This is an optimization exercise on Yosys and OpenROAD, whose aim is small area, a short achievable clock period and few clock cycles, not a production implementation. The RTL was checked by simulation tests, not by an equivalence proof against the original design. Power figures rest on the tool's default switching activity, not on a simulated workload.

$ cat design/flow/run.sh
#!/bin/bash
# synth_recipe.tcl (not shown) runs the flow's synth.tcl, then flattens the netlist and writes it again
# the make line also repeats each setting of config.mk as NAME=value (left out here)
make -C /OpenROAD-flow-scripts/flow DESIGN_CONFIG=/design/flow/config.mk WORK_HOME=/design/flow/orfs CLKGATE_MAP_FILE= SYNTH_SCRIPT=/design/flow/synth_recipe.tcl finish
$ cat design/flow/config.mk
export PLATFORM = sky130hd
export DESIGN_NAME = delta_list_sleep_queue
export DESIGN_NICKNAME = delta_list_sleep_queue
export VERILOG_FILES = /design/flow/design.v
export SDC_FILE = /design/flow/constraint.sdc
export NUM_CORES = 4
export LEC_CHECK = 0
export ABC_AREA = 1
export CAP_MARGIN = 20
export CORE_MARGIN = 2
export CORE_UTILIZATION = 55
export SETUP_SLACK_MARGIN = 3.0
export SLEW_MARGIN = 20
$ cat design/flow/constraint.sdc
create_clock -name core_clock -period 7.0 [get_ports {i_clk}]
set_input_delay 1.4000 -clock core_clock [delete_from_list [all_inputs] [get_ports {i_clk}]]
set_output_delay 1.4000 -clock core_clock [all_outputs]
set_load 0.01 [all_outputs]
$ cat design/flow/design.v
package dls_pkg;
    localparam int MAX_TASKS_DEF   = 16;
    localparam int DELAY_WIDTH_DEF = 16;
    localparam int ID_W       = 4;
    localparam int NUM_IDS    = 16;
    localparam int KIND_W     = 2;
    localparam int DELAY_IN_W = 16;
    localparam int STATUS_W   = 2;
    localparam int S_DATA_W   = 24;
    localparam int M_DATA_W   = 8;
    localparam logic [KIND_W-1:0] KIND_ADD    = 2'd0;
    localparam logic [KIND_W-1:0] KIND_REMOVE = 2'd1;
    localparam logic [KIND_W-1:0] KIND_TICK   = 2'd2;
    localparam logic [KIND_W-1:0] KIND_NOP    = 2'd3;
    localparam logic [STATUS_W-1:0] ST_DONE      = 2'd0;
    localparam logic [STATUS_W-1:0] ST_ZERO      = 2'd1;
    localparam logic [STATUS_W-1:0] ST_NOT_FOUND = 2'd2;
    localparam logic [STATUS_W-1:0] ST_WAITING   = 2'd3;
endpackage
module dls_cell #(
    parameter int DELAY_WIDTH = dls_pkg::DELAY_WIDTH_DEF
) (
    input  logic                   i_clk,
    input  logic                   i_we,
    input  logic [DELAY_WIDTH-1:0] i_due,
    input  logic [DELAY_WIDTH-1:0] i_now,
    output logic                   o_hit
);
    logic [DELAY_WIDTH-1:0] r_due;
    always_ff @(posedge i_clk) begin
        if (i_we) begin
            r_due <= i_due;
        end
    end
    assign o_hit = (r_due == i_now);
endmodule
module dls_ctrl (
    input  logic                               i_clk,
    input  logic                               i_rst_n,
    input  logic                               s_tvalid,
    output logic                               s_tready,
    input  logic [dls_pkg::KIND_W-1:0]         s_kind,
    input  logic [dls_pkg::ID_W-1:0]           s_id,
    input  logic [dls_pkg::DELAY_IN_W-1:0]     s_delay,
    output logic                               o_w_valid,
    output logic [dls_pkg::KIND_W-1:0]         o_w_kind,
    output logic [dls_pkg::ID_W-1:0]           o_w_id,
    output logic [dls_pkg::DELAY_IN_W-1:0]     o_w_delay,
    input  logic                               i_w_take,
    input  logic                               i_busy_next,
    input  logic                               i_push,
    input  logic [dls_pkg::M_DATA_W:0]         i_push_word,    
    output logic                               o_room,
    output logic                               m_tvalid,
    input  logic                               m_tready,
    output logic [dls_pkg::M_DATA_W:0]         m_word
);
    logic                           r_ready;
    logic                           r_w_valid;
    logic [dls_pkg::KIND_W-1:0]     r_w_kind;
    logic [dls_pkg::ID_W-1:0]       r_w_id;
    logic [dls_pkg::DELAY_IN_W-1:0] r_w_delay;
    logic                           r_v0, r_v1;
    logic [dls_pkg::M_DATA_W:0]     r_q0, r_q1;
    logic                           pop, w_valid_n, v0_n, v1_n;
    assign w_valid_n = (r_w_valid && !i_w_take) || (s_tvalid && r_ready);
    always_ff @(posedge i_clk) begin
        if (!i_rst_n) begin
            r_w_valid <= 1'b0;
            r_ready   <= 1'b1;
        end else begin
            r_w_valid <= w_valid_n;
            r_ready   <= !w_valid_n || !(i_busy_next || v1_n);
        end
        if (r_ready) begin
            r_w_kind  <= s_kind;
            r_w_id    <= s_id;
            r_w_delay <= s_delay;
        end
    end
    assign s_tready  = r_ready;
    assign o_w_valid = r_w_valid;
    assign o_w_kind  = r_w_kind;
    assign o_w_id    = r_w_id;
    assign o_w_delay = r_w_delay;
    assign pop    = r_v0 && m_tready;
    assign o_room = !r_v1;
    always_comb begin
        v0_n = r_v0;
        v1_n = r_v1;
        if (pop) begin
            v0_n = r_v1 || i_push;
            v1_n = 1'b0;
        end else if (i_push) begin
            v0_n = 1'b1;
            v1_n = r_v0;
        end
    end
    always_ff @(posedge i_clk) begin
        if (!i_rst_n) begin
            r_v0 <= 1'b0;
            r_v1 <= 1'b0;
        end else begin
            r_v0 <= v0_n;
            r_v1 <= v1_n;
        end
        if (pop) begin
            r_q0 <= r_v1 ? r_q1 : i_push_word;
        end else if (!r_v0) begin
            r_q0 <= i_push_word;
        end
        if (i_push && r_v0 && !pop) begin
            r_q1 <= i_push_word;
        end
    end
    assign m_tvalid = r_v0;
    assign m_word   = r_q0;
endmodule
module delta_list_sleep_queue #(
    parameter int MAX_TASKS   = dls_pkg::MAX_TASKS_DEF,
    parameter int DELAY_WIDTH = dls_pkg::DELAY_WIDTH_DEF
) (
    input  logic                            i_clk,
    input  logic                            i_rst_n,
    input  logic                            s_tvalid,
    output logic                            s_tready,
    input  logic [dls_pkg::S_DATA_W-1:0]    s_tdata,    
    input  logic [dls_pkg::KIND_W-1:0]      s_tuser,    
    output logic                            m_tvalid,
    input  logic                            m_tready,
    output logic [dls_pkg::M_DATA_W-1:0]    m_tdata,    
    output logic                            m_tlast
);
    localparam int IW = dls_pkg::ID_W;
    logic                           w_valid;
    logic [dls_pkg::KIND_W-1:0]     w_kind;
    logic [IW-1:0]                  w_id;
    logic [DELAY_WIDTH-1:0]         w_delay;
    logic                           room;
    logic                           push;
    logic [dls_pkg::M_DATA_W:0]     push_word;
    logic [dls_pkg::M_DATA_W:0]     m_word;
    logic                           r_rel;        
    logic [MAX_TASKS-1:0]           r_wait;       
    logic [DELAY_WIDTH-1:0]         r_now;        
    logic [MAX_TASKS-1:0]           hit, due, rest, first, set, clr, we;
    logic [DELAY_WIDTH-1:0]         new_due;
    logic                           take, act, is_add, is_rem, is_tick;
    logic                           add_ok, rem_ok, releasing, last, rel_n;
    logic [IW-1:0]                  rel_id;
    logic [dls_pkg::STATUS_W-1:0]   status;
    dls_ctrl u_ctrl (
        .i_clk       (i_clk),
        .i_rst_n     (i_rst_n),
        .s_tvalid    (s_tvalid),
        .s_tready    (s_tready),
        .s_kind      (s_tuser),
        .s_id        (s_tdata[3:0]),
        .s_delay     (s_tdata[19:4]),
        .o_w_valid   (w_valid),
        .o_w_kind    (w_kind),
        .o_w_id      (w_id),
        .o_w_delay   (w_delay),
        .i_w_take    (take),
        .i_busy_next (rel_n),
        .i_push      (push),
        .i_push_word (push_word),
        .o_room      (room),
        .m_tvalid    (m_tvalid),
        .m_tready    (m_tready),
        .m_word      (m_word)
    );
    assign {m_tdata, m_tlast} = m_word;
    assign new_due = r_now + w_delay - DELAY_WIDTH'(1);
    for (genvar g = 0; g < MAX_TASKS; g++) begin : g_slot
        dls_cell #(
            .DELAY_WIDTH (DELAY_WIDTH)
        ) u_cell (
            .i_clk (i_clk),
            .i_we  (we[g]),
            .i_due (new_due),
            .i_now (r_now),
            .o_hit (hit[g])
        );
    end
    assign act     = room && !r_rel;                  
    assign take    = act && w_valid;
    assign is_add  = take && (w_kind == dls_pkg::KIND_ADD);
    assign is_rem  = take && (w_kind == dls_pkg::KIND_REMOVE);
    assign is_tick = take && (w_kind == dls_pkg::KIND_TICK);
    assign add_ok  = (w_delay != '0) && !r_wait[w_id];
    assign rem_ok  = r_wait[w_id];
    assign due = r_wait & hit;
    always_comb begin
        logic below;
        below = 1'b0;
        for (int i = 0; i < MAX_TASKS; i++) begin
            first[i] = due[i] && !below;
            rest[i]  = due[i] && below;
            below    = below || due[i];
        end
    end
    always_comb begin
        rel_id = '0;
        for (int i = 0; i < MAX_TASKS; i++) begin
            if (first[i]) rel_id = rel_id | IW'(i);
        end
    end
    assign releasing = room && (r_rel || (is_tick && (due != '0)));
    assign last      = (rest == '0);
    assign rel_n     = releasing ? !last : r_rel;
    always_comb begin
        for (int i = 0; i < MAX_TASKS; i++) begin
            set[i] = is_add && add_ok && (w_id == IW'(i));
            clr[i] = (is_rem && (w_id == IW'(i))) || (releasing && first[i]);
        end
    end
    assign we = set;
    always_comb begin
        if (w_kind == dls_pkg::KIND_ADD) begin
            status = (w_delay == '0) ? dls_pkg::ST_ZERO :
                     r_wait[w_id]    ? dls_pkg::ST_WAITING : dls_pkg::ST_DONE;
        end else if (w_kind == dls_pkg::KIND_REMOVE) begin
            status = rem_ok ? dls_pkg::ST_DONE : dls_pkg::ST_NOT_FOUND;
        end else begin
            status = dls_pkg::ST_DONE;
        end
    end
    assign push = releasing || (take && (w_kind != dls_pkg::KIND_NOP));
    assign push_word = releasing ? {last, rel_id, 1'b1, dls_pkg::ST_DONE, last}
                                 : {1'b0, {IW{1'b0}}, 1'b0, status, 1'b1};
    always_ff @(posedge i_clk) begin
        if (!i_rst_n) begin
            r_rel  <= 1'b0;
            r_wait <= '0;
            r_now  <= '0;
        end else begin
            r_rel  <= rel_n;
            r_wait <= (r_wait & ~clr) | set;
            if ((is_tick && (due == '0)) || (releasing && last)) begin
                r_now <= r_now + DELAY_WIDTH'(1);
            end
        end
    end
endmodule
==> results of run 1 <==
==> metrics by stage <==
| step | power, mW | std cells | cell area [um2] |
|---|---|---|---|
| 2_1_floorplan | 2.44 | 1584 | 16200 |
| 5_1_grt | 4.58 | 2077 | 18400 |
| 3_3_place_gp | 2.65 | 1997 | 17100 |
| 3_5_place_dp | 2.66 | 1997 | 17100 |
| 4_1_cts | 4.46 | 2065 | 18200 |
| 6_report | 4.46 | 2077 | 18400 |
==> sequential cells by signal, summed over array words and instances, names as in the netlist, 2 cells and up <==
register / flops
g_slot.u_cell.r_due: 256
r_now: 16
r_wait: 16
u_ctrl.r_w_delay: 16
u_ctrl.r_q0: 9
u_ctrl.r_q1: 9
u_ctrl.r_w_id: 4
u_ctrl.r_w_kind: 2
==> placed cells by master (no fill, tap or decap), types with 10 or more instances in the layout <==
cell / Yosys / final
nand3_1: 41 / 41
o21ai_1: 12 / 12
xnor2_1: 26 / 25
inv_1: 173 / 170
a22o_1: 10 / 10
o21ai_0: 75 / 74
nor2_1: 176 / 175
nand4_1: 15 / 15
nand2_1: 324 / 323
buf_4: 7 / 55
nor3_1: 17 / 17
xor2_1: 67 / 63
or2_2: 16 / 16
clkdlybuf4s50_1: 0 / 36
ha_1: 30 / 30
nor4_1: 11 / 11
a21oi_1: 53 / 52
dfxtp_1: 37 / 35
o22ai_1: 24 / 24
clkbuf_16: 0 / 37
edfxtp_1: 296 / 296
o221ai_1: 10 / 10
==> cell families after synthesis <==
family,after synthesis,share of synthesized area
AOI/OAI and AO/OA,244,0.0927
DFF,333,0.595
adders and majority gates,31,0.0244
buffers and inverters,241,0.0647
and+or+nand+nor,642,0.173
xor gates and xnor gates,93,0.0504
==> critical path, delay by kind of cell, from the launching register on <==
kind,cells,cell delay (ns)
and+or+nand+nor,10,1.00
adders and majority gates,3,0.85
buffers and inverters,4,0.59
AOI/OAI and AO/OA,4,0.46
DFF,1,0.35
xor gates and xnor gates,1,0.35
==> per-layer routing <==
| layer | vias to the layer above | global-route usage | wire, um |
|---|---|---|---|
| met5 | - | 0 | 0 |
| met4 | 0 | 0.0975 | 1490 |
| met3 | 90 | 0.0446 | 4520 |
| met2 | 599 | 0.496 | 21600 |
| met1 | 5652 | 0.444 | 19900 |
| li1 | 5544 | - | - |
==> what timing repair did <==
action / 4_1_cts / 5_1_grt
gates cloned: 0 / 1
setup endpoints to repair: 42 / 64
pin swaps: 1 / 4
gates resized for setup: 9 / 23
setup buffers: 3 / 9
==> final timing paths <==
path,start,slack (ns),endpoint,cells past startpoint
max,r_now[1],3.24,g_slot[14].u_cell.r_due[13],22
min,u_ctrl.r_w_valid,0.52,u_ctrl.r_w_valid,2
max reg2reg,r_now[1],3.24,g_slot[14].u_cell.r_due[13],22
min reg2reg,u_ctrl.r_w_valid,0.52,u_ctrl.r_w_valid,2
==> where the power goes <==
part | internal, mW | switching (mW) | total, mW
Combinational | 0.0933 | 0.282 | 0.375
Sequential | 2.26 | 0.00943 | 2.27
Clock | 1.05 | 0.767 | 1.81
==> area by class of cell <==
class                           count  share of cell area
Sequential cell                   333               0.523
Clock inverter                     16             0.00700
Inverter                          188              0.0402
Timing Repair Buffer               97              0.0466
Clock buffer                       49              0.0544
Multi-Input combinational cell   1010               0.303
Tap cell                          384              0.0261
==> results.cfg, run 1 <==
[status]
status = timing/DRC/antenna clean

[layout]
multi_input_area_um2 = 5570
seqCellArea_um2 = 9630
antenna_cells = 0
fillCellCount = 2435
syn_to_final_growth_pct = 13.8
layout-drive-gt1-share = 0.110
final_util = 0.638
layout.nets = 1728

[floorplan]
ioPinCount = 41
die_w_um = 176
coreArea_um2 = 28900
initial_core_util = 0.561
num_rows = 62
dieArea_um2 = 30800
die_h_um = 176

[sta]
setup_violations = 0
drv_slew = 0
fin_crit_ns = 3.76
min_period_over_period = 0.537
rsz0062_at_grt = false
clock.fmax_ghz = 0.266
finClkSkew_ns = 0.0172
setup_tns_ns = 0
finalHoldViolations = 0
fin_ws_ns = 3.24
slew_headroom = 0.272
whs_ns = 0.519
worstMarginPinSlew_ns = 1.09

[grt]
antenna_found_initial = 0
grt_pass1_vias = 10900
track_usage = 0.311
gr-total-overflow = 0
grt_pass1_wl_um = 69100
grt_max_degree = 31

[placement]
place_congestion = 0.927
io_buffers = 36
hpwl_um = 29000
pre_cts_ws_ns = 2.56

[synth]
synth.most_common_cell = nand2_1
synth_top_area_cell = edfxtp_1
yosysUniqueCellTypes = 59
synth_warnings = 3
netlist_instances = 1584
ys_top_cells_by_area = edfxtp_1 (55%), nand2_1 (7.5%), dfxtp_1 (4.6%), nor2_1 (4.1%), inv_1 (4.0%)
syn_area_per_cell_um2 = 10.2
syn_area_um2 = 16200
ys_ff_latch = 333
ys_seq_area_frac = 0.595
synthArstFlopShare = 0
synth_edf_count = 296
ys.flop_type = edfxtp_1
synth_top_cell_area_share = 0.549
syn_nets = 1645
ys_top_cells_by_count = nand2_1 (324), edfxtp_1 (296), nor2_1 (176), inv_1 (173), o21ai_0 (75)

[critical_path]
slowest_stage = fa_2
cp-end-kind = register
required_ns = 7.36
criticalPathCategory = register to register
startpoint_type = register
max_stage_delay_ns = 0.42
crit_chain = inv_6 -> ha_1 -> inv_1 -> ha_1 -> inv_1 -> fa_2 -> nand3b_1 -> and2_1 -> nor2_1 -> o21ai_0 -> nand2_1 -> nand2_1 -> nand2_1 -> a21oi_1 -> nor2_1 -> nor2_1 -> o21bai_1 -> a21oi_1 -> nor2_1 -> nor2_1 -> xor2_2 -> buf_6
cp_max_fo = 19
crit_path_frequent_cell = nor2_1
worst_ep_arrival_time_ns = 4.12

[clocking]
root_buffer = clkbuf_16
cts-hold-fix-buffers = 0
clk_pin_slew_ns = 0.06
cts_buffer_depth = 3
cts_num_sinks = 333
worst_skew_pair.late_latency_ns = 0.53
cts_tree = built
numCtsBuffers = 37
htreeDepth = 2

[power]
power_leakage_nw = 7.33
p_per_area_nw_per_um2 = 242
vdd_drop_max_v = 0.000187

[detailed_routing]
drt_wl_total_um = 47500
vias = 11900
wl_per_cell_um = 22.9
firstDrtPassIters = 6
drt-initial-drc-count = 1328
via_per_inst = 5.72
antenna_left = 0
drc = 0

[min_path]
worstHoldPathType = register to register

[run]
maxCapViolations = 0
Testbench counts, summed over its fixed seeds: cycles 5,063.
==> run 2: changes to the inputs <==
--- a/design/flow/config.mk
+++ b/design/flow/config.mk
@@ -5,7 +5,6 @@
 export SDC_FILE = /design/flow/constraint.sdc
 export NUM_CORES = 4
 export LEC_CHECK = 0
-export ABC_AREA = 1
 export CAP_MARGIN = 20
 export CORE_MARGIN = 2
 export CORE_UTILIZATION = 55
==> results.cfg, run 2 <==
[floorplan]
die_h_um = 179
num_rows = 63
initial_core_util = 0.562
ioPinCount = 41
coreArea_um2 = 29800
die_w_um = 179
dieArea_um2 = 31900

[detailed_routing]
antenna_left = 0
drc = 0
drt-initial-drc-count = 1251
vias = 11600
via_per_inst = 6.10
wl_per_cell_um = 25.8
drt_wl_total_um = 49100
firstDrtPassIters = 7

[clocking]
worst_skew_pair.late_latency_ns = 0.52
cts_num_sinks = 333
numCtsBuffers = 36
root_buffer = clkbuf_16
cts_buffer_depth = 3
clk_pin_slew_ns = 0.06
cts_tree = built
htreeDepth = 2

[placement]
hpwl_um = 31900
pre_cts_ws_ns = 1.95
dp_cells = 1820
place_congestion = 0.988
io_buffers = 36

[sta]
clock.fmax_ghz = 0.257
worstMarginPinSlew_ns = 1.20
finalHoldViolations = 0
setup_violations = 0
rsz0062_at_grt = false
setup_tns_ns = 0
finClkSkew_ns = 0.0168
fin_ws_ns = 3.11
slew_headroom = 0.196
drv_slew = 0
fin_crit_ns = 3.89
min_period_over_period = 0.556

[critical_path]
required_ns = 7.28
startpoint_type = register
reg2regPathDepth = 11
r2r_end = u_ctrl.r_q0[5]
reg2reg_setup_slack_ns = 3.11
max_stage_delay_ns = 0.66
crit_chain = buf_4 -> xor2_1 -> nor4_1 -> nand2_1 -> nor4_1 -> nor2_1 -> nand2_1 -> nor3_1 -> or4_1 -> o21a_1 -> a21o_1
r2r-start = r_now[14]
slowest_stage = nor4_1
cp-end-kind = register
cp-endpoint = u_ctrl.r_q0[5]
startpoint = r_now[14]
cp_max_fo = 11
worst_ep_arrival_time_ns = 4.16
criticalPathCategory = register to register

[grt]
grt_busiest_layer = met2
gr-total-overflow = 0
track_usage = 0.314
grt_use_met1 = 0.448
grt_pass1_vias = 11000
global_route.usage.met3 = 0.0575
antenna_found_initial = 0
grt_pass1_wl_um = 70500
grt_util_met2 = 0.481
grt_max_degree = 44

[synth]
ys.flop_type = edfxtp_1
ys_seq_area_frac = 0.575
ys_top_cells_by_count = edfxtp_1 (296), xor2_1 (144), xnor2_1 (124), nand2_1 (113), nor4_1 (92)
syn_area_per_cell_um2 = 12.0
synth_edf_count = 296
netlist_instances = 1398
synth.most_common_cell = edfxtp_1
synthArstFlopShare = 0
synth_top_cell_area_share = 0.531
synth_top_area_cell = edfxtp_1
syn_nets = 1459
syn_area_um2 = 16800
synth_warnings = 3
ys_ff_latch = 333
ys_top_cells_by_area = edfxtp_1 (53%), xor2_1 (7.5%), xnor2_1 (6.5%), dfxtp_1 (4.4%), nor4_1 (3.4%)
yosysUniqueCellTypes = 71

[power]
vdd_drop_max_v = 0.000209
pwr-share-seq = 0.496
clkPwrFrac = 0.402
p_switching_mw = 1.11
p_per_area_nw_per_um2 = 238
internal-power_mw = 3.51
p_sw_frac = 0.241
power_leakage_nw = 6.96
comb_power_share = 0.102

[layout]
regMostFlops = g_slot.u_cell.r_due
largest_reg_flops = 256
fin_cells = 1900
syn_to_final_growth_pct = 15.7
antenna_cells = 0
mostFrequentLayoutCell = edfxtp_1
fillCellCount = 2283
layout.nets = 1544
layout-drive-gt1-share = 0.125
layout_common_cells = edfxtp_1 (296), xor2_1 (143), xnor2_1 (115)

[min_path]
worstHoldPathType = register to register

[run]
maxCapViolations = 0

[status]
status = timing/DRC/antenna clean
-- run 2: cells by family (layout without fill, tap and decap cells) --
logic type / after synthesis / in the layout / synth area share
flops: 333 / 333 / 0.575
mux: 20 / 20 / 0.0158
buf+inv: 127 / 239 / 0.0343
simple gates: 498 / 498 / 0.165
fa+ha+maj: 32 / 32 / 0.0242
compound gates: 120 / 120 / 0.0461
xor+xnor: 268 / 268 / 0.140
-- run 2: timing repair --
item	in CTS	in global routing
pin swaps	5	3
endpoints found under the hold margin	0	0
setup endpoints to repair	163	268
hold buffers	0	0
buffers inserted	8	7
resized for setup	35	26
-- run 2: layout make-up --
cell class | instances | area [um2] | share of cell area
Sequential cell | 333 | 9670 | 0.498
Multi-Input combinational cell | 938 | 6910 | 0.357
Clock buffer | 57 | 1050 | 0.0543
Timing Repair Buffer | 98 | 887 | 0.0458
Tap cell | 390 | 488 | 0.0252
Inverter | 76 | 285 | 0.0147
Clock inverter | 8 | 97.6 | 0.00503
-- run 2: how the worst min path moves through the flow --
stage                         from             end  slack [ns]  cells past startpoint
detailed placement  u_ctrl.r_q1[4]  u_ctrl.r_q0[4]        0.51                      1
global route        u_ctrl.r_q1[8]  u_ctrl.r_q0[8]        0.55                      1
global placement    u_ctrl.r_q1[6]  u_ctrl.r_q0[6]        0.50                      1
floorplan           u_ctrl.r_q1[3]  u_ctrl.r_q0[3]        0.49                      2
CTS                 u_ctrl.r_q1[4]  u_ctrl.r_q0[4]        0.52                      1
finish              u_ctrl.r_q1[4]  u_ctrl.r_q0[4]        0.52                      1
-- run 2: metal layers --
metal / share of wire / vias to the layer above / routed length, um
li1: - / 5303 / -
met1: 0.44 / 5710 / 21600
met3: 0.075 / 86 / 3700
met5: 0 / - / 0
met2: 0.45 / 489 / 22100
met4: 0.035 / 0 / 1700
-- run 2: power by group through the flow --
stage | logic, mW | clock network, mW | registers (mW)
finish | 0.471 | 1.86 | 2.29
global route | 0.497 | 1.95 | 2.29
CTS | 0.455 | 1.88 | 2.29
detailed placement | 0.435 | 0 | 2.34
global placement | 0.432 | 0 | 2.34
floorplan | 0.172 | 0 | 2.32
-- run 2: worst max-delay path: cells and delay by family (launching register included) --
family / cells / cell delay, ns
AOI/OAI and AO/OA: 2 / 0.41
DFF: 1 / 0.62
xor gates and xnor gates: 1 / 0.13
and+or+nand+nor: 7 / 2.10
buffers and inverters: 1 / 0.36
-- run 2: per-stage QoR --
step	instance area (um2)	hold slack (ns)	utilization	total power, mW
after CTS	19200	0.521	0.645	4.63
after global placement	17800	0.504	0.598	2.77
final	19400	0.521	0.651	4.62
after detailed placement	17800	0.506	0.598	2.77
after floorplan	16800	0.492	-	2.49
after global routing	19400	0.549	0.651	4.74
==> run 3: changes to the inputs <==
--- a/design/flow/config.mk
+++ b/design/flow/config.mk
@@ -7,6 +7,5 @@
 export LEC_CHECK = 0
 export CAP_MARGIN = 20
 export CORE_MARGIN = 2
-export CORE_UTILIZATION = 55
-export SETUP_SLACK_MARGIN = 3.0
+export CORE_UTILIZATION = 40
 export SLEW_MARGIN = 20
==> results.cfg, run 3 <==
[detailed_routing]
met1_length_um = 21200
antenna_left = 0
routed.top_layer = met4
vias = 11600
wl_met2_um = 22500
met3_length_um = 4420
drt-initial-drc-count = 1226
wl_per_cell_um = 24.6
drc = 0
firstDrtPassIters = 5
drt_wl_total_um = 50000
via_per_inst = 5.72

[floorplan]
initial_core_util = 0.408
num_rows = 74
die_h_um = 209
ioPinCount = 41
dieArea_um2 = 43500
die_w_um = 209
coreArea_um2 = 41100

[sta]
clock.fmax_ghz = 0.206
finalHoldViolations = 0
min_period_over_period = 0.692
setup_violations = 0
fin_ws_ns = 2.15
worstMarginPinSlew_ns = 1.13
drv_slew = 0
fin_crit_ns = 4.85
slew_headroom = 0.244
rsz0062_at_grt = false
finClkSkew_ns = 0.0253
setup_tns_ns = 0

[layout]
antenna_cells = 0
fin_cells = 2032
layout-drive-gt1-share = 0.104
layout.nets = 1531
multi_input_area_um2 = 6710
largest_reg_flops = 256
seqCellArea_um2 = 9630
fillCellCount = 3690
layout_common_cells = edfxtp_1 (296), xor2_1 (143), xnor2_1 (115)
mostFrequentLayoutCell = edfxtp_1
regMostFlops = g_slot.u_cell.r_due
syn_to_final_growth_pct = 15.6

[critical_path]
startpoint_type = register
slowest_stage = a21oi_1
cp_max_fo = 20
worst_ep_arrival_time_ns = 5.21
cp-end-kind = register
crit_path_frequent_cell = a21oi_1
crit_chain = buf_4 -> inv_1 -> ha_1 -> inv_1 -> ha_1 -> a21o_1 -> a21oi_1 -> o21ai_0 -> a21oi_1 -> o21ai_0 -> a21oi_1 -> o211ai_1 -> a31o_2 -> a21oi_1 -> xnor2_2 -> buf_4
max_stage_delay_ns = 0.48
required_ns = 7.37
criticalPathCategory = register to register

[power]
power_leakage_nw = 6.83
vdd_drop_max_v = 0.000142
fin_total_pwr_mw = 4.89
p_per_area_nw_per_um2 = 252

[synth]
synthAdderAreaFrac = 0.0242
synth-simple-area-share = 0.165
synth_top_cell_area_share = 0.531
ys_top_cells_by_count = edfxtp_1 (296), xor2_1 (144), xnor2_1 (124), nand2_1 (113), nor4_1 (92)
ys.flop_type = edfxtp_1
ys_seq_area_frac = 0.575
ys_top_cells_by_area = edfxtp_1 (53%), xor2_1 (7.5%), xnor2_1 (6.5%), dfxtp_1 (4.4%), nor4_1 (3.4%)
yosys.area_share.xor_xnor = 0.140
netlist_instances = 1398
muxShareOfSynthArea = 0.0158
ys_ff_latch = 333
syn_nets = 1459
synthArstFlopShare = 0
syn_area_per_cell_um2 = 12.0
yosysUniqueCellTypes = 71
synth_top_family_by_area = simple AND/OR/NAND/NOR gates
synth_edf_count = 296
synth_warnings = 3
synth.most_common_cell = edfxtp_1
syn_area_um2 = 16800
synth-compound-area-share = 0.0461
synth_top_area_cell = edfxtp_1

[placement]
dp_cells = 1961
pre_cts_ws_ns = 2.23
place_congestion = 0.924
io_buffers = 36
hpwl_um = 31500

[clocking]
htreeDepth = 2
clk_pin_slew_ns = 0.06
numCtsBuffers = 39
cts_tree = built
cts-hold-fix-buffers = 0
worst_skew_pair.late_latency_ns = 0.57
root_buffer = clkbuf_16
cts_resized = 0
cts_buffer_depth = 3
cts_num_sinks = 333
post-cts-setup-buffers = 0

[grt]
grt_max_degree = 44
antenna_found_initial = 2
grt_pass1_vias = 11400
gr-total-overflow = 0
grt_pass1_wl_um = 73200
track_usage = 0.231

[min_path]
worstHoldPathType = register to register

[run]
maxCapViolations = 0

[status]
status = timing/DRC/antenna clean
run 3: logic make-up (layout without fill, tap and decap cells):
| kind of cell | count (synthesis) | in the layout |
|---|---|---|
| AO/OA/AOI/OAI | 120 | 120 |
| XOR/XNOR | 268 | 268 |
| multiplexers | 20 | 20 |
| buffers and inverters | 127 | 229 |
| AND/OR/NAND/NOR | 498 | 498 |
| adder cells (fa/ha/maj) | 32 | 32 |
| flip-flops | 333 | 333 |
run 3: worst paths after layout:
check	from	end	slack, ns	cells after the start
setup / recovery	r_now[2]	g_slot[13].u_cell.r_due[14]	2.15	16
hold / removal	u_ctrl.r_q1[4]	u_ctrl.r_q0[4]	0.52	1
setup reg to reg	r_now[2]	g_slot[13].u_cell.r_due[14]	2.15	16
hold reg to reg	u_ctrl.r_q1[4]	u_ctrl.r_q0[4]	0.52	1
run 3: per-stage QoR:
step / instance area (um2) / utilization / hold WS (ns)
after floorplan: 16800 / - / 0.492
after global placement: 18000 / 0.438 / 0.505
after detailed placement: 18000 / 0.438 / 0.509
after CTS: 19400 / 0.471 / 0.524
after global routing: 19400 / 0.471 / 0.550
final: 19400 / 0.471 / 0.518
run 3: cell type report:
type                            count  share of cell area
Sequential cell                   333               0.497
Multi-Input combinational cell    938               0.347
Clock buffer                       50              0.0546
Timing Repair Buffer               82              0.0375
Tap cell                          532              0.0344
Clock inverter                     21              0.0149
Inverter                           76              0.0147
run 3: critical path: cells and delay by family, from the launching register on:
family	cells	cell delay, ns
xor+xnor	1	0.24
fa+ha+maj	2	0.64
flops	1	0.31
buf+inv	4	1.14
compound gates	9	2.32
run 3: per-layer routing:
metal / track usage / vias up
li1: - / 5263
met1: 0.315 / 5698
met2: 0.358 / 554
met3: 0.0478 / 113
met4: 0.0985 / 0
met5: 0 / -
run 3: where the power goes:
part           internal, mW  switching (mW)
combinational         0.115           0.340
sequential             2.27          0.0150
clock                  1.30           0.847
==> run 4: changes to the inputs <==
--- a/design/flow/design.v
+++ b/design/flow/design.v
@@ -23,16 +23,22 @@
     input  logic                   i_clk,
     input  logic                   i_we,
     input  logic [DELAY_WIDTH-1:0] i_due,
+    input  logic                   i_one,
+    input  logic                   i_move,
     input  logic [DELAY_WIDTH-1:0] i_now,
     output logic                   o_hit
 );
     logic [DELAY_WIDTH-1:0] r_due;
+    logic                   r_hit;
     always_ff @(posedge i_clk) begin
         if (i_we) begin
             r_due <= i_due;
-        end
-    end
-    assign o_hit = (r_due == i_now);
+            r_hit <= i_one;
+        end else if (i_move) begin
+            r_hit <= (r_due == i_now);
+        end
+    end
+    assign o_hit = r_hit;
 endmodule
 module dls_ctrl (
     input  logic                               i_clk,
@@ -146,7 +152,7 @@
     logic [MAX_TASKS-1:0]           hit, due, rest, first, set, clr, we;
     logic [DELAY_WIDTH-1:0]         new_due;
     logic                           take, act, is_add, is_rem, is_tick;
-    logic                           add_ok, rem_ok, releasing, last, rel_n;
+    logic                           add_ok, rem_ok, releasing, last, rel_n, moved;
     logic [IW-1:0]                  rel_id;
     logic [dls_pkg::STATUS_W-1:0]   status;
     dls_ctrl u_ctrl (
@@ -171,16 +177,18 @@
         .m_word      (m_word)
     );
     assign {m_tdata, m_tlast} = m_word;
-    assign new_due = r_now + w_delay - DELAY_WIDTH'(1);
+    assign new_due = r_now + w_delay - DELAY_WIDTH'(2);
     for (genvar g = 0; g < MAX_TASKS; g++) begin : g_slot
         dls_cell #(
             .DELAY_WIDTH (DELAY_WIDTH)
         ) u_cell (
             .i_clk (i_clk),
-            .i_we  (we[g]),
-            .i_due (new_due),
-            .i_now (r_now),
-            .o_hit (hit[g])
+            .i_we    (we[g]),
+            .i_due   (new_due),
+            .i_one   (w_delay == DELAY_WIDTH'(1)),
+            .i_move  (moved),
+            .i_now   (r_now),
+            .o_hit   (hit[g])
         );
     end
     assign act     = room && !r_rel;                  
@@ -207,6 +215,7 @@
         end
     end
     assign releasing = room && (r_rel || (is_tick && (due != '0)));
+    assign moved     = (is_tick && (due == '0)) || (releasing && last);
     assign last      = (rest == '0);
     assign rel_n     = releasing ? !last : r_rel;
     always_comb begin
@@ -237,7 +246,7 @@
         end else begin
             r_rel  <= rel_n;
             r_wait <= (r_wait & ~clr) | set;
-            if ((is_tick && (due == '0)) || (releasing && last)) begin
+            if (moved) begin
                 r_now <= r_now + DELAY_WIDTH'(1);
             end
         end
--- a/design/flow/config.mk
+++ b/design/flow/config.mk
@@ -5,7 +5,10 @@
 export SDC_FILE = /design/flow/constraint.sdc
 export NUM_CORES = 4
 export LEC_CHECK = 0
+export ABC_AREA = 1
 export CAP_MARGIN = 20
 export CORE_MARGIN = 2
-export CORE_UTILIZATION = 40
+export CORE_UTILIZATION = 70
+export CTS_BUF_LIST = sky130_fd_sc_hd__clkbuf_8
+export SETUP_SLACK_MARGIN = 4.0
 export SLEW_MARGIN = 20
==> results.cfg, run 4 <==
[status]
status = timing/DRC/antenna clean

[placement]
hpwl_um = 25200
io_buffers = 36
place_congestion = 0.904

[critical_path]
reg2reg_setup_slack_ns = 4.08
cp_max_fo = 4
slowest_stage = clkdlybuf4s50_1
crit_family = buffers and inverters
max_stage_delay_ns = 0.56
crit_chain = clkdlybuf4s50_1
path_buf_inv = 1
cp-end-kind = output pin
worst_ep_arrival_time_ns = 1.55
startpoint_type = register
criticalPathCategory = register to output pin
required_ns = 5.60

[layout]
layout-drive-gt1-share = 0.152
regMostFlops = g_slot.u_cell.r_due
syn_to_final_growth_pct = 13.7
largest_reg_flops = 256
fillCellCount = 1377
layout_common_cells = edfxtp_1 (312), nand2_1 (220), xnor2_1 (207)
layout.nets = 1574
mostFrequentLayoutCell = edfxtp_1
antenna_cells = 0

[grt]
grt_pass1_vias = 11100
antenna_found_initial = 0
grt_util_met2 = 0.583
grt_busiest_layer = met2
global_route.usage.met3 = 0.0567
gr-total-overflow = 0
grt_pass1_wl_um = 63000
grt_use_met1 = 0.440
grt_max_degree = 34
track_usage = 0.350

[sta]
setup_violations = 0
clock.fmax_ghz = 0.340
min_period_over_period = 0.421
whs_ns = 0.505
finClkSkew_ns = 0.0247
rsz0062_at_grt = false
worstMarginPinSlew_ns = 0.996
setup_tns_ns = 0
finalHoldViolations = 0
drv_slew = 0
slew_headroom = 0.336
fin_crit_ns = 2.95

[floorplan]
die_h_um = 158
coreArea_um2 = 23400
die_w_um = 158
initial_core_util = 0.710
dieArea_um2 = 25000
num_rows = 56
ioPinCount = 41

[clocking]
cts-hold-fix-buffers = 0
root_buffer = clkbuf_8
cts_buffer_depth = 3
worst_skew_pair.late_latency_ns = 0.61
cts_num_sinks = 349
clk_pin_slew_ns = 0.06
numCtsBuffers = 52
cts_tree = built
htreeDepth = 2

[synth]
synth_top_family_by_area = simple AND/OR/NAND/NOR gates
netlist_instances = 1425
synth-compound-area-share = 0.0485
syn_area_per_cell_um2 = 11.7
syn_area_um2 = 16600
synth_top_cell_area_share = 0.564
synthArstFlopShare = 0
ys_seq_area_frac = 0.609
synth.most_common_cell = edfxtp_1
yosysUniqueCellTypes = 50
syn_nets = 1486
ys_top_cells_by_area = edfxtp_1 (56%), xnor2_1 (11%), nand2_1 (5.0%), dfxtp_1 (4.5%), inv_1 (2.8%)
muxShareOfSynthArea = 0
yosys.area_share.xor_xnor = 0.125
synth_warnings = 3
ys_top_cells_by_count = edfxtp_1 (312), nand2_1 (222), xnor2_1 (212), inv_1 (126)
ys_ff_latch = 349
ys.flop_type = edfxtp_1
synth_edf_count = 312
synth-simple-area-share = 0.148
synthAdderAreaFrac = 0.0238
synth_top_area_cell = edfxtp_1

[detailed_routing]
via_per_inst = 6.11
wl_per_cell_um = 23.1
vias = 11400
drt-initial-drc-count = 1373
firstDrtPassIters = 6
drt_wl_total_um = 43100
antenna_left = 0
drc = 0

[power]
p_per_area_nw_per_um2 = 234
vdd_drop_max_v = 0.000297
power_leakage_nw = 6.67

[run]
maxCapViolations = 0

[min_path]
worstHoldPathType = register to register
==> run 4: cell count changes after synthesis, moves of 24 or more <==
cell	change
xnor2_1	+88
nor4_1	-69
nand2_1	+109
inv_1	+50
or2_2	+24
nor2_1	-31
nand4_1	+32
xor2_1	-119
==> run 4: what timing repair did <==
| item | CTS | global route |
|---|---|---|
| resized for setup | 42 | 28 |
| buffers inserted | 15 | 4 |
| pin swaps | 8 | 5 |
| gates cloned | 2 | 2 |
| endpoints found under the setup margin | 458 | 295 |
==> run 4: where the power goes <==
group | switching, mW | internal, mW | total, mW
sequential | 0.0105 | 2.37 | 2.38
combinational | 0.286 | 0.122 | 0.408
clock | 0.779 | 0.858 | 1.64
==> run 4: final timing paths <==
kind                                   from                    endpoint  cells past startpoint
worst max-delay path            u_ctrl.r_v0                    m_tvalid                      1
worst min-delay path             r_wait[10]                  r_wait[10]                      2
worst max register to register     r_now[4]  g_slot[4].u_cell.r_due[13]                     13
worst min register to register   r_wait[10]                  r_wait[10]                      2
==> run 4: stage by stage <==
step / instances / power [mW] / cell area, um2 / util / setup slack [ns]
2_1_floorplan: 1425 / 2.57 / 16600 / - / 4.04
3_3_place_gp: 1755 / 2.75 / 17300 / 0.740 / 2.44
3_5_place_dp: 1755 / 2.76 / 17300 / 0.741 / 2.24
4_1_cts: 1859 / 4.42 / 18700 / 0.799 / 4.00
5_1_grt: 1865 / 4.53 / 18900 / 0.807 / 3.99
6_report: 1865 / 4.42 / 18900 / 0.807 / 4.05
==> run 4: routing by layer <==
metal,vias up,share of wire
met3,175,0.090
li1,5126,-
met5,-,0
met1,5482,0.37
met4,0,0.062
met2,612,0.47
==> run 4: cell type report <==
| class | count | area (um2) | share of cell area |
|---|---|---|---|
| well taps | 319 | 399 | 0.0211 |
| repair buffers | 79 | 817 | 0.0433 |
| repair inverters | 1 | 5.00 | 0.000265 |
| clock buffers | 53 | 729 | 0.0386 |
| multi-input cells | 896 | 5960 | 0.315 |
| inverters | 134 | 574 | 0.0304 |
| clock inverters | 34 | 273 | 0.0144 |
| flip-flops and latches | 349 | 10100 | 0.536 |
==> run 4: logic make-up after synthesis <==
group / count (synthesis)
AO/OA/AOI/OAI: 126
XOR/XNOR: 237
adder cells (fa/ha/maj): 31
buffers and inverters: 182
flip-flops: 349
AND/OR/NAND/NOR: 500
Testbench counts of run 4, summed over its fixed seeds: cycles 5,063.
==> run 5: changes to the inputs <==
--- a/design/flow/config.mk
+++ b/design/flow/config.mk
@@ -8,7 +8,6 @@
 export ABC_AREA = 1
 export CAP_MARGIN = 20
 export CORE_MARGIN = 2
-export CORE_UTILIZATION = 70
-export CTS_BUF_LIST = sky130_fd_sc_hd__clkbuf_8
+export CORE_UTILIZATION = 55
 export SETUP_SLACK_MARGIN = 4.0
 export SLEW_MARGIN = 20
==> results.cfg, run 5 <==
[status]
status = timing/DRC/antenna clean

[power]
p_per_area_nw_per_um2 = 250
power_leakage_nw = 6.71
vdd_drop_max_v = 0.000239
fin_total_pwr_mw = 4.79

[placement]
io_buffers = 36
pre_cts_ws_ns = 2.49
placed_cell_area_um2 = 17500
place_congestion = 0.916
hpwl_um = 26200

[sta]
setup_tns_ns = 0
fin_ws_ns = 4.11
worstMarginPinSlew_ns = 1.00
drv_slew = 0
slew_headroom = 0.330
finalHoldViolations = 0
setup_violations = 0
finClkSkew_ns = 0.0207
fin_crit_ns = 2.89
min_period_over_period = 0.412
rsz0062_at_grt = false
clock.fmax_ghz = 0.346

[synth]
synth_top_area_cell = edfxtp_1
syn_area_per_cell_um2 = 11.7
ys.flop_type = edfxtp_1
ys_seq_area_frac = 0.609
synth_warnings = 3
netlist_instances = 1425
synth_top_cell_area_share = 0.564
yosysUniqueCellTypes = 50
syn_area_um2 = 16600
synth.most_common_cell = edfxtp_1
ys_top_cells_by_area = edfxtp_1 (56%), xnor2_1 (11%), nand2_1 (5.0%), dfxtp_1 (4.5%), inv_1 (2.8%)
ys_ff_latch = 349
syn_nets = 1486
synthArstFlopShare = 0
ys_top_cells_by_count = edfxtp_1 (312), nand2_1 (222), xnor2_1 (212), inv_1 (126)
synth_edf_count = 312

[floorplan]
coreArea_um2 = 29700
die_h_um = 178
ioPinCount = 41
dieArea_um2 = 31600
die_w_um = 178
num_rows = 63
initial_core_util = 0.559

[detailed_routing]
wl_met2_um = 20400
drc = 0
vias = 11000
wl_per_cell_um = 22.8
firstDrtPassIters = 5
via_per_inst = 5.72
drt_wl_total_um = 43800
routed.top_layer = met4
met1_length_um = 18800
antenna_left = 0
met3_length_um = 2720
drt-initial-drc-count = 987

[layout]
mostFrequentLayoutCell = edfxtp_1
antenna_cells = 0
final_util = 0.644
layout-drive-gt1-share = 0.145
fin_area_um2 = 19100
layout_common_cells = edfxtp_1 (312), nand2_1 (220), xnor2_1 (206)
syn_to_final_growth_pct = 15.3
regMostFlops = g_slot.u_cell.r_due
layout.nets = 1559
largest_reg_flops = 256

[clocking]
cts-hold-fix-buffers = 0
worst_skew_pair.late_latency_ns = 0.53
htreeDepth = 2
cts_num_sinks = 349
root_buffer = clkbuf_16
cts_tree = built
cts_buffer_depth = 3
numCtsBuffers = 38
clk_pin_slew_ns = 0.06

[critical_path]
cp_max_fo = 24
r2r-start = r_now[5]
required_ns = 7.26
startpoint_type = register
cp-end-kind = register
worst_ep_arrival_time_ns = 3.15
reg2regPathDepth = 13
r2r_end = g_slot[2].u_cell.r_due[15]
criticalPathCategory = register to register
reg2reg_setup_slack_ns = 4.11

[grt]
antenna_found_initial = 0
grt_pass1_wl_um = 64300
grt_max_degree = 31
track_usage = 0.283
grt_pass1_vias = 10400
gr-total-overflow = 0

[min_path]
hold_path_end = r_wait[10]
min_path_cells = 2
holdCritStartpoint = r_wait[10]
worstHoldPathType = register to register

[run]
maxCapViolations = 0
==> run 5: cell counts after synthesis <==
No cell type changed its count.
==> run 5: worst max path at each step <==
stage,from,end
after floorplan,r_now[1],g_slot[0].u_cell.r_due[15]
after CTS,u_ctrl.r_w_delay[1],g_slot[14].u_cell.r_due[15]
after detailed placement,r_now[3],g_slot[5].u_cell.r_due[15]
after global routing,r_now[5],g_slot[1].u_cell.r_due[13]
after global placement,r_now[3],g_slot[5].u_cell.r_due[15]
final,r_now[5],g_slot[2].u_cell.r_due[15]
==> run 5: metal layers <==
| layer | vias to the layer above | track usage |
|---|---|---|
| li1 | 5099 | - |
| met1 | 5373 | 0.381 |
| met2 | 381 | 0.458 |
| met3 | 110 | 0.0405 |
| met4 | 0 | 0.124 |
| met5 | - | 0 |
==> run 5: where the power goes <==
part	switching [mW]	internal, mW	total [mW]
clock	0.814	1.20	2.01
combinational	0.288	0.113	0.400
sequential	0.00999	2.37	2.38
total	1.11	3.67	4.79
==> run 5: per-stage QoR <==
stage	cells	hold slack, ns
after floorplan	1425	0.474
after global placement	1830	0.489
after detailed placement	1830	0.500
after CTS	1911	0.508
after global routing	1917	0.532
final	1917	0.516
==> run 5: timing repair <==
action,in CTS,in global routing
gates resized for setup,39,22
endpoints found under the setup margin,455,205
gates cloned,3,1
pin swaps,5,4
buffers inserted,9,5
==> run 5: critical path, cell delays in order (launching register included) <==
cell and delay [ns]:
dfxtp_4 0.48, inv_1 0.12, buf_12 0.17, ha_1 0.28, inv_1 0.04, ha_2 0.39, nand4_1 0.17, o21ai_4 0.23
a21boi_4 0.09, o21ai_2 0.14, nand2_1 0.09, nand3b_1 0.16, buf_4 0.17, nand2_4 0.09
==> run 5: area by class of cell <==
cell class / instances / area, um2
timing repair inverter: 1 / 5.00
inverter: 134 / 554
clock buffer: 50 / 1040
fill: 2284 / 10600
tap: 390 / 488
multi-input combinational: 896 / 5930
timing repair buffer: 78 / 791
clock inverter: 19 / 216
sequential: 349 / 10100
==> run 5: cell families (layout without fill, tap and decap cells) <==
group                    count (synthesis)  in the layout  synth area share
AND/OR/NAND/NOR                        500            502             0.148
buffers and inverters                  182            282            0.0456
flip-flops                             349            349             0.609
XOR/XNOR                               237            237             0.125
adder cells (fa/ha/maj)                 31             31            0.0238
AO/OA/AOI/OAI                          126            126            0.0485
==> run 6: changes to the inputs <==
--- a/design/flow/config.mk
+++ b/design/flow/config.mk
@@ -8,6 +8,7 @@
 export ABC_AREA = 1
 export CAP_MARGIN = 20
 export CORE_MARGIN = 2
-export CORE_UTILIZATION = 55
-export SETUP_SLACK_MARGIN = 4.0
+export CORE_UTILIZATION = 60
+export CTS_BUF_LIST = sky130_fd_sc_hd__clkbuf_8
+export SETUP_SLACK_MARGIN = 4.15
 export SLEW_MARGIN = 20
==> results.cfg, run 6 <==
[synth]
synth_edf_count = 312
ys_top_cells_by_area = edfxtp_1 (56%), xnor2_1 (11%), nand2_1 (5.0%), dfxtp_1 (4.5%), inv_1 (2.8%)
ys_ff_latch = 349
syn_area_per_cell_um2 = 11.7
synth_top_cell_area_share = 0.564
ys_top_cells_by_count = edfxtp_1 (312), nand2_1 (222), xnor2_1 (212), inv_1 (126)
synth_warnings = 3
synth.most_common_cell = edfxtp_1
synth_top_area_cell = edfxtp_1
ys_seq_area_frac = 0.609
synthArstFlopShare = 0
syn_area_um2 = 16600
yosysUniqueCellTypes = 50
ys.flop_type = edfxtp_1
syn_nets = 1486
netlist_instances = 1425

[critical_path]
slowest_stage = fa_2
worst_ep_arrival_time_ns = 3.16
crit_chain = buf_12 -> clkinvlp_4 -> ha_4 -> inv_2 -> ha_4 -> inv_2 -> fa_2 -> inv_2 -> a31oi_4 -> o21ai_2 -> a21boi_2 -> o21ai_2 -> buf_6 -> xor2_4 -> buf_4 -> buf_12
path_buf_inv = 8
criticalPathCategory = register to register
cp.depth = 16
crit_family = buffers and inverters
cp-end-kind = register
required_ns = 7.33
max_stage_delay_ns = 0.40
startpoint_type = register
crit_path_frequent_cell = inv_2
cp_max_fo = 8
reg2regPathDepth = 16

[sta]
fin_crit_ns = 2.83
setup_tns_ns = 0
worstMarginPinSlew_ns = 1.05
setup_violations = 0
min_period_over_period = 0.404
finClkSkew_ns = 0.0323
whs_ns = 0.504
drv_slew = 0
slew_headroom = 0.298
finalHoldViolations = 0
clock.fmax_ghz = 0.353
rsz0062_at_grt = true

[detailed_routing]
antenna_left = 0
drt_wl_total_um = 43400
drt-initial-drc-count = 1031
drc = 0
via_per_inst = 5.78
wl_per_cell_um = 22.7
firstDrtPassIters = 5
vias = 11100

[layout]
mostFrequentLayoutCell = edfxtp_1
final_util = 0.711
layout_common_cells = edfxtp_1 (312), nand2_1 (220), xnor2_1 (206)
fin_cells = 1914
antenna_cells = 0
layout.nets = 1591
regMostFlops = g_slot.u_cell.r_due
layout-drive-gt1-share = 0.170
largest_reg_flops = 256
syn_to_final_growth_pct = 15.7

[clocking]
clk_pin_slew_ns = 0.07
cts_tree = built
htreeDepth = 2
cts_num_sinks = 349
cts_buffer_depth = 3
root_buffer = clkbuf_8
worst_skew_pair.late_latency_ns = 0.61
numCtsBuffers = 56

[floorplan]
ioPinCount = 41
num_rows = 60
die_w_um = 170
initial_core_util = 0.614
coreArea_um2 = 27000
die_h_um = 170
dieArea_um2 = 29000

[run]
maxCapViolations = 0

[min_path]
min_path_cells = 2
worstHoldPathType = register to register

[power]
power_leakage_nw = 6.77
vdd_drop_max_v = 0.000165
p_per_area_nw_per_um2 = 235
fin_total_pwr_mw = 4.51

[status]
status = timing/DRC/antenna clean

[placement]
place_congestion = 0.921
hpwl_um = 25700
dp_cells = 1778
io_buffers = 36

[grt]
grt_max_degree = 34
track_usage = 0.304
grt_pass1_vias = 10500
gr-total-overflow = 0
antenna_found_initial = 0
grt_pass1_wl_um = 63600
run 6: changes by cell type in the layout (fill, tap and decap cells not counted), sizes merged:
| cell | before | now |
|---|---|---|
| clkdlybuf4s50 | 36 | 25 |
| clkbuf | 50 | 58 |
| clkinv | 15 | 24 |
| buf | 41 | 53 |
| nand2 | 235 | 234 |
| inv | 119 | 127 |
| clkinvlp | 16 | 26 |
| dlygate4sd2 | 0 | 11 |
run 6: cell type report:
class	instances	area, um2
flip-flops and latches	349	10100
fillers	1962	7810
multi-input cells	895	6000
repair buffers	92	972
clock buffers	56	771
inverters	134	589
well taps	341	427
clock inverters	45	320
repair inverters	2	10.0
run 6: final timing paths:
| path | start | to | slack [ns] |
|---|---|---|---|
| min | r_wait[3] | r_wait[3] | 0.50 |
| min reg2reg | r_wait[3] | r_wait[3] | 0.50 |
| max | r_now[1] | g_slot[5].u_cell.r_due[13] | 4.17 |
| max reg2reg | r_now[1] | g_slot[5].u_cell.r_due[13] | 4.17 |
run 6: cell families (layout without fill, tap and decap cells):
logic type / after synthesis / after routing / synth area share
adders and majority gates: 31 / 31 / 0.0238
AOI/OAI and AO/OA: 126 / 126 / 0.0485
buffers and inverters: 182 / 329 / 0.0456
DFF: 349 / 349 / 0.609
xor gates and xnor gates: 237 / 237 / 0.125
and+or+nand+nor: 500 / 501 / 0.148
run 6: through the flow:
stage | setup WS, ns | area, um2
after floorplan | 4.14 | 16700
after global placement | 2.28 | 17400
after detailed placement | 2.26 | 17400
after CTS | 4.16 | 19000
after global routing | 4.10 | 19200
final | 4.17 | 19200
run 6: worst min-delay path: stages (launching register included):
cell and delay, ns:
dfxtp_1 0.33, nand3_1 0.08, a21oi_1 0.05
run 6: repair_timing:
item,CTS,global route
pin swaps,9,7
gates cloned,5,0
buffers inserted,22,8
endpoints found under the hold margin,0,0
setup endpoints to repair,500,282
gates resized for setup,70,34
hold buffers,0,0
run 6: report_power, final:
group          switching, mW  total (mW)  internal (mW)
logic                  0.295       0.432          0.137
clock network          0.802        1.70          0.902
registers             0.0103        2.38           2.37
run 6: metal layers:
layer	wire length, um	up-vias	track usage
li1	-	5154	-
met1	18200	5367	0.423
met4	1620	0	0.116
met3	3320	96	0.0412
met2	20300	445	0.490
met5	0	-	0
==> run 7: changes to the inputs <==
--- a/design/flow/config.mk
+++ b/design/flow/config.mk
@@ -10,5 +10,7 @@
 export CORE_MARGIN = 2
 export CORE_UTILIZATION = 60
 export CTS_BUF_LIST = sky130_fd_sc_hd__clkbuf_8
+export CTS_CLUSTER_DIAMETER = 60
+export CTS_CLUSTER_SIZE = 16
 export SETUP_SLACK_MARGIN = 4.15
 export SLEW_MARGIN = 20
==> results.cfg, run 7 <==
[detailed_routing]
drt-initial-drc-count = 1033
antenna_left = 0
vias = 10900
via_per_inst = 5.88
drc = 0
firstDrtPassIters = 7
drt_wl_total_um = 42900
wl_per_cell_um = 23.1

[floorplan]
ioPinCount = 41
die_h_um = 170
num_rows = 60
initial_core_util = 0.614
coreArea_um2 = 27000
die_w_um = 170
dieArea_um2 = 29000

[power]
fin_total_pwr_mw = 3.97
p_per_area_nw_per_um2 = 213
vdd_drop_max_v = 0.000206
power_leakage_nw = 6.46

[clocking]
cts_tree = built
root_buffer = clkbuf_8
cts_num_sinks = 349
cts_buffer_depth = 3
clk_pin_slew_ns = 0.10
htreeDepth = 1
worst_skew_pair.late_latency_ns = 0.62
numCtsBuffers = 31

[layout]
mostFrequentLayoutCell = edfxtp_1
largest_reg_flops = 256
layout_common_cells = edfxtp_1 (312), nand2_1 (219), xnor2_1 (206)
final_util = 0.691
layout-drive-gt1-share = 0.157
regMostFlops = g_slot.u_cell.r_due
antenna_cells = 0
syn_to_final_growth_pct = 12.5
layout.nets = 1563
fin_area_um2 = 18700

[critical_path]
crit_chain = buf_12 -> clkinvlp_4 -> ha_4 -> inv_2 -> ha_4 -> inv_2 -> fa_2 -> inv_2 -> a31oi_4 -> o21ai_2 -> a21boi_2 -> o21ai_2 -> buf_6 -> xor2_4 -> buf_12 -> buf_16
cp-end-kind = register
required_ns = 7.38
worst_ep_arrival_time_ns = 3.18
path_buf_inv = 8
crit_path_frequent_cell = inv_2
startpoint_type = register
criticalPathCategory = register to register
crit_family = buffers and inverters
max_stage_delay_ns = 0.41
slowest_stage = fa_2
cp_max_fo = 8

[sta]
clock.fmax_ghz = 0.356
finClkSkew_ns = 0.0297
slew_headroom = 0.298
drv_slew = 0
setup_tns_ns = 0
finalHoldViolations = 0
fin_crit_ns = 2.81
min_period_over_period = 0.401
worstMarginPinSlew_ns = 1.05
setup_violations = 0
whs_ns = 0.514
rsz0062_at_grt = true

[grt]
track_usage = 0.300
grt_pass1_wl_um = 63000
antenna_found_initial = 0
grt_pass1_vias = 10200
grt_max_degree = 34
gr-total-overflow = 0

[placement]
placed_cell_area_um2 = 17400
place_congestion = 0.921
hpwl_um = 25700
io_buffers = 36

[synth]
ys.flop_type = edfxtp_1
muxShareOfSynthArea = 0
synth.most_common_cell = edfxtp_1
ys_top_cells_by_count = edfxtp_1 (312), nand2_1 (222), xnor2_1 (212), inv_1 (126)
ys_ff_latch = 349
synth-simple-area-share = 0.148
synth-compound-area-share = 0.0485
synth_top_family_by_area = simple AND/OR/NAND/NOR gates
synthAdderAreaFrac = 0.0238
syn_area_um2 = 16600
synth_top_cell_area_share = 0.564
yosys.area_share.xor_xnor = 0.125
synth_warnings = 3
yosysUniqueCellTypes = 50
syn_nets = 1486
ys_top_cells_by_area = edfxtp_1 (56%), xnor2_1 (11%), nand2_1 (5.0%), dfxtp_1 (4.5%), inv_1 (2.8%)
synthArstFlopShare = 0
synth_edf_count = 312
syn_area_per_cell_um2 = 11.7
netlist_instances = 1425
ys_seq_area_frac = 0.609
synth_top_area_cell = edfxtp_1

[min_path]
worstHoldPathType = register to register

[status]
status = timing/DRC/antenna clean

[run]
maxCapViolations = 0
[run 7: cell counts after synthesis]
Identical to the previous run, type by type.
[run 7: kinds of logic after synthesis]
logic type                 count (synthesis)
adders and majority gates                 31
xor gates and xnor gates                 237
AOI/OAI and AO/OA                        126
buffers and inverters                    182
DFF                                      349
and+or+nand+nor                          500
[run 7: tightest hold or removal path, delay by kind of cell (launching register included)]
family           cells  cell delay (ns)
AND/OR/NAND/NOR      1             0.08
flip-flops           1             0.34
AO/OA/AOI/OAI        1             0.06
[run 7: area by class of cell]
cell class,count,area (um2)
timing repair buffer,89,945
multi-input combinational,895,5990
sequential,349,10100
inverter,134,591
timing repair inverter,2,10.0
tap,341,427
fill,1983,8350
clock buffer,31,427
clock inverter,20,160
[run 7: power by group]
part	switching, mW	internal, mW	leakage [nW]
clock	0.700	0.466	0.302
combinational	0.296	0.139	2.98
sequential	0.0105	2.36	3.18
total	1.01	2.97	6.46
[run 7: through the flow]
| step | std cells | worst slack [ns] |
|---|---|---|
| floorplan | 1425 | 4.14 |
| global placement | 1778 | 2.28 |
| detailed placement | 1778 | 2.26 |
| CTS | 1856 | 4.16 |
| global route | 1861 | 4.10 |
| finish | 1861 | 4.19 |
[run 7: final timing paths]
check | from | cells past startpoint | end | slack (ns)
setup / recovery | r_now[1] | 16 | g_slot[11].u_cell.r_due[13] | 4.19
hold reg to reg | r_wait[3] | 2 | r_wait[3] | 0.51
setup reg to reg | r_now[1] | 16 | g_slot[11].u_cell.r_due[13] | 4.19
hold / removal | r_wait[3] | 2 | r_wait[3] | 0.51
[run 7: what timing repair did]
item | in CTS | in global routing
resized for setup | 71 | 29
cloned | 5 | 0
setup endpoints to repair | 499 | 268
hold buffers | 0 | 0
pin swaps | 8 | 6
setup buffers | 22 | 5
[run 7: layer usage]
layer | up-vias | GRT usage | wire, um | share of wire
li1 | 5090 | - | - | -
met4 | 0 | 0.0914 | 1340 | 0.031
met1 | 5338 | 0.418 | 18000 | 0.42
met5 | - | 0 | 0 | 0
met2 | 432 | 0.497 | 20200 | 0.47
met3 | 79 | 0.0379 | 3390 | 0.079
==> run 8: changes to the inputs <==
--- a/design/flow/config.mk
+++ b/design/flow/config.mk
@@ -8,7 +8,7 @@
 export ABC_AREA = 1
 export CAP_MARGIN = 20
 export CORE_MARGIN = 2
-export CORE_UTILIZATION = 60
+export CORE_UTILIZATION = 50
 export CTS_BUF_LIST = sky130_fd_sc_hd__clkbuf_8
 export CTS_CLUSTER_DIAMETER = 60
 export CTS_CLUSTER_SIZE = 16
==> results.cfg, run 8 <==
[status]
status = timing/DRC/antenna clean

[layout]
layout_common_cells = edfxtp_1 (312), nand2_1 (221), xnor2_1 (206)
syn_to_final_growth_pct = 13.6
fillCellCount = 2719
layout-drive-gt1-share = 0.166
largest_reg_flops = 256
mostFrequentLayoutCell = edfxtp_1
fin_area_um2 = 18900
regMostFlops = g_slot.u_cell.r_due
antenna_cells = 0
layout.nets = 1567

[placement]
pre_cts_ws_ns = 2.34
place_congestion = 0.926
io_buffers = 36
hpwl_um = 26300
placed_cell_area_um2 = 17600

[synth]
ys_top_cells_by_count = edfxtp_1 (312), nand2_1 (222), xnor2_1 (212), inv_1 (126)
syn_nets = 1486
synth-compound-area-share = 0.0485
muxShareOfSynthArea = 0
syn_area_per_cell_um2 = 11.7
ys_top_cells_by_area = edfxtp_1 (56%), xnor2_1 (11%), nand2_1 (5.0%), dfxtp_1 (4.5%), inv_1 (2.8%)
syn_area_um2 = 16600
synthAdderAreaFrac = 0.0238
synth_top_family_by_area = simple AND/OR/NAND/NOR gates
synth_top_area_cell = edfxtp_1
synthArstFlopShare = 0
synth.most_common_cell = edfxtp_1
synth_edf_count = 312
yosysUniqueCellTypes = 50
ys_seq_area_frac = 0.609
synth-simple-area-share = 0.148
ys.flop_type = edfxtp_1
yosys.area_share.xor_xnor = 0.125
netlist_instances = 1425
synth_top_cell_area_share = 0.564
ys_ff_latch = 349
synth_warnings = 3

[grt]
antenna_found_initial = 0
grt_util_met2 = 0.435
grt_max_degree = 31
global_route.usage.met3 = 0.0378
grt_use_met1 = 0.354
grt_pass1_wl_um = 65400
gr-total-overflow = 0
grt_pass1_vias = 10400
grt_busiest_layer = met2
track_usage = 0.263

[sta]
drv_slew = 0
setup_tns_ns = 0
min_period_over_period = 0.397
rsz0062_at_grt = false
slew_headroom = 0.299
fin_crit_ns = 2.78
setup_violations = 0
finClkSkew_ns = 0.0322
whs_ns = 0.514
fin_ws_ns = 4.22
worstMarginPinSlew_ns = 1.05
clock.fmax_ghz = 0.360
finalHoldViolations = 0

[critical_path]
criticalPathCategory = register to register
reg2regPathDepth = 15
r2r_end = g_slot[8].u_cell.r_due[13]
worst_ep_arrival_time_ns = 3.11
crit_chain = buf_12 -> clkinvlp_4 -> ha_1 -> inv_1 -> ha_4 -> nand2_1 -> a21oi_1 -> a211oi_2 -> o21ai_2 -> a21boi_2 -> o21ai_2 -> buf_6 -> xor2_4 -> buf_6 -> buf_12
required_ns = 7.33
path_buf_inv = 6
max_stage_delay_ns = 0.35
startpoint_type = register
cp-end-kind = register
crit_family = buffers and inverters
r2r-start = r_now[6]
reg2reg_setup_slack_ns = 4.22
slowest_stage = dfxtp_2
cp_max_fo = 8

[clocking]
cts_num_sinks = 349
htreeDepth = 2
worst_skew_pair.late_latency_ns = 0.59
clk_pin_slew_ns = 0.08
cts_buffer_depth = 3
root_buffer = clkbuf_8
cts_tree = built
cts-hold-fix-buffers = 0
numCtsBuffers = 35

[power]
p_per_area_nw_per_um2 = 219
vdd_drop_max_v = 0.000173
power_leakage_nw = 6.51

[detailed_routing]
firstDrtPassIters = 5
via_per_inst = 5.54
drt-initial-drc-count = 986
antenna_left = 0
wl_per_cell_um = 22.6
drc = 0
vias = 10900
drt_wl_total_um = 44400

[floorplan]
coreArea_um2 = 32600
ioPinCount = 41
dieArea_um2 = 34700
num_rows = 66
die_w_um = 186
initial_core_util = 0.509
die_h_um = 186

[min_path]
holdCritStartpoint = r_wait[3]
min_path_cells = 2
worstHoldPathType = register to register
hold_path_end = r_wait[3]

[run]
maxCapViolations = 0
-- run 8: cell counts after synthesis --
Identical to the previous run, type by type.
-- run 8: tightest hold or removal path, cell delays in order, from the launching register on --
cell	delay, ns
dfxtp_1	0.33
nand3_1	0.08
a21oi_1	0.06
-- run 8: timing repair --
action	CTS	global route
gates cloned	3	0
endpoints found under the setup margin	508	330
gates resized for setup	53	45
buffers inserted	18	10
pin swaps	7	7
-- run 8: layer usage --
layer / part of all wire / up-vias
li1: - / 5085
met1: 0.43 / 5377
met2: 0.47 / 352
met3: 0.056 / 85
met4: 0.039 / 0
met5: 0 / -
-- run 8: cell type report --
type	instances	area [um2]	area share
sequential	349	10100	0.537
multi-input combinational	895	6000	0.318
timing repair buffer	90	886	0.0470
inverter	134	584	0.0310
tap	442	553	0.0293
clock buffer	35	482	0.0255
clock inverter	22	219	0.0116
timing repair inverter	1	5.00	0.000265
-- run 8: stage by stage --
| step | power [mW] | instances | utilization |
|---|---|---|---|
| final | 4.14 | 1968 | 0.578 |
| after global routing | 4.27 | 1968 | 0.578 |
| after CTS | 4.14 | 1958 | 0.570 |
| after detailed placement | 2.79 | 1880 | 0.538 |
| after global placement | 2.78 | 1880 | 0.538 |
| after floorplan | 2.58 | 1425 | - |
-- run 8: cell families after synthesis --
family,Yosys count
xor gates and xnor gates,237
and+or+nand+nor,500
AOI/OAI and AO/OA,126
DFF,349
buffers and inverters,182
adders and majority gates,31
-- run 8: worst max-delay path by stage --
stage                                   to                start  slack (ns)  cells after the start
3_3_place_gp    g_slot[5].u_cell.r_due[13]             r_now[3]        2.42                     10
3_5_place_dp    g_slot[5].u_cell.r_due[13]             r_now[3]        2.34                     10
6_report        g_slot[8].u_cell.r_due[13]             r_now[6]        4.22                     15
5_1_grt         g_slot[8].u_cell.r_due[13]  u_ctrl.r_w_delay[1]        4.12                     15
4_1_cts        g_slot[12].u_cell.r_due[14]             r_now[6]        4.15                     14
2_1_floorplan   g_slot[0].u_cell.r_due[15]             r_now[1]        4.14                     15
-- run 8: where the power goes --
part	switching [mW]	internal, mW	leakage [nW]
Combinational	0.296	0.130	2.98
Clock	0.766	0.573	0.358
Sequential	0.0107	2.36	3.18

## static timing again, ports no longer ideal
No port has a modelled driver above. Below, the same layouts with a new extraction and two added sets of constraints. Step 1 sets driving cells, clkbuf_16 on the clock port and buf_2 on the other inputs (assumed; they add their load-dependent delay and slew). Step 2 moves the port delays by t, midway between the first and last clock arrival at a register: inputs arrive t later, outputs are due t later. That takes back most of the time a late clock gives input paths. Three values: no drivers, after step 1, after step 2; two values: the first two.
run	shift t [ns]	slack for setup (ns)	clock arrival spread, ns	worst register clock-pin slew, ns
run 1	0.576	3.241 / 3.241 / 3.241	0.018 / 0.018	0.06 / 0.06
run 2	0.568	3.111 / 3.111 / 3.111	0.016 / 0.017	0.06 / 0.06
run 3	0.609	2.153 / 2.153 / 2.153	0.025 / 0.026	0.06 / 0.06
run 4	0.645	4.055 / 4.006 / 3.698	0.025 / 0.025	0.07 / 0.07
run 5	0.577	4.113 / 4.102 / 3.663	0.020 / 0.020	0.06 / 0.06
run 6	0.637	4.169 / 4.169 / 3.726	0.033 / 0.033	0.07 / 0.07
run 7	0.657	4.195 / 4.195 / 3.704	0.030 / 0.030	0.10 / 0.10
run 8	0.629	4.220 / 4.220 / 3.962	0.032 / 0.032	0.10 / 0.10
After both steps setup and hold are still met in every run listed. The setup slack of run 7, which loses most, moves by 0.000 ns with the drivers and by -0.491 ns with both steps.
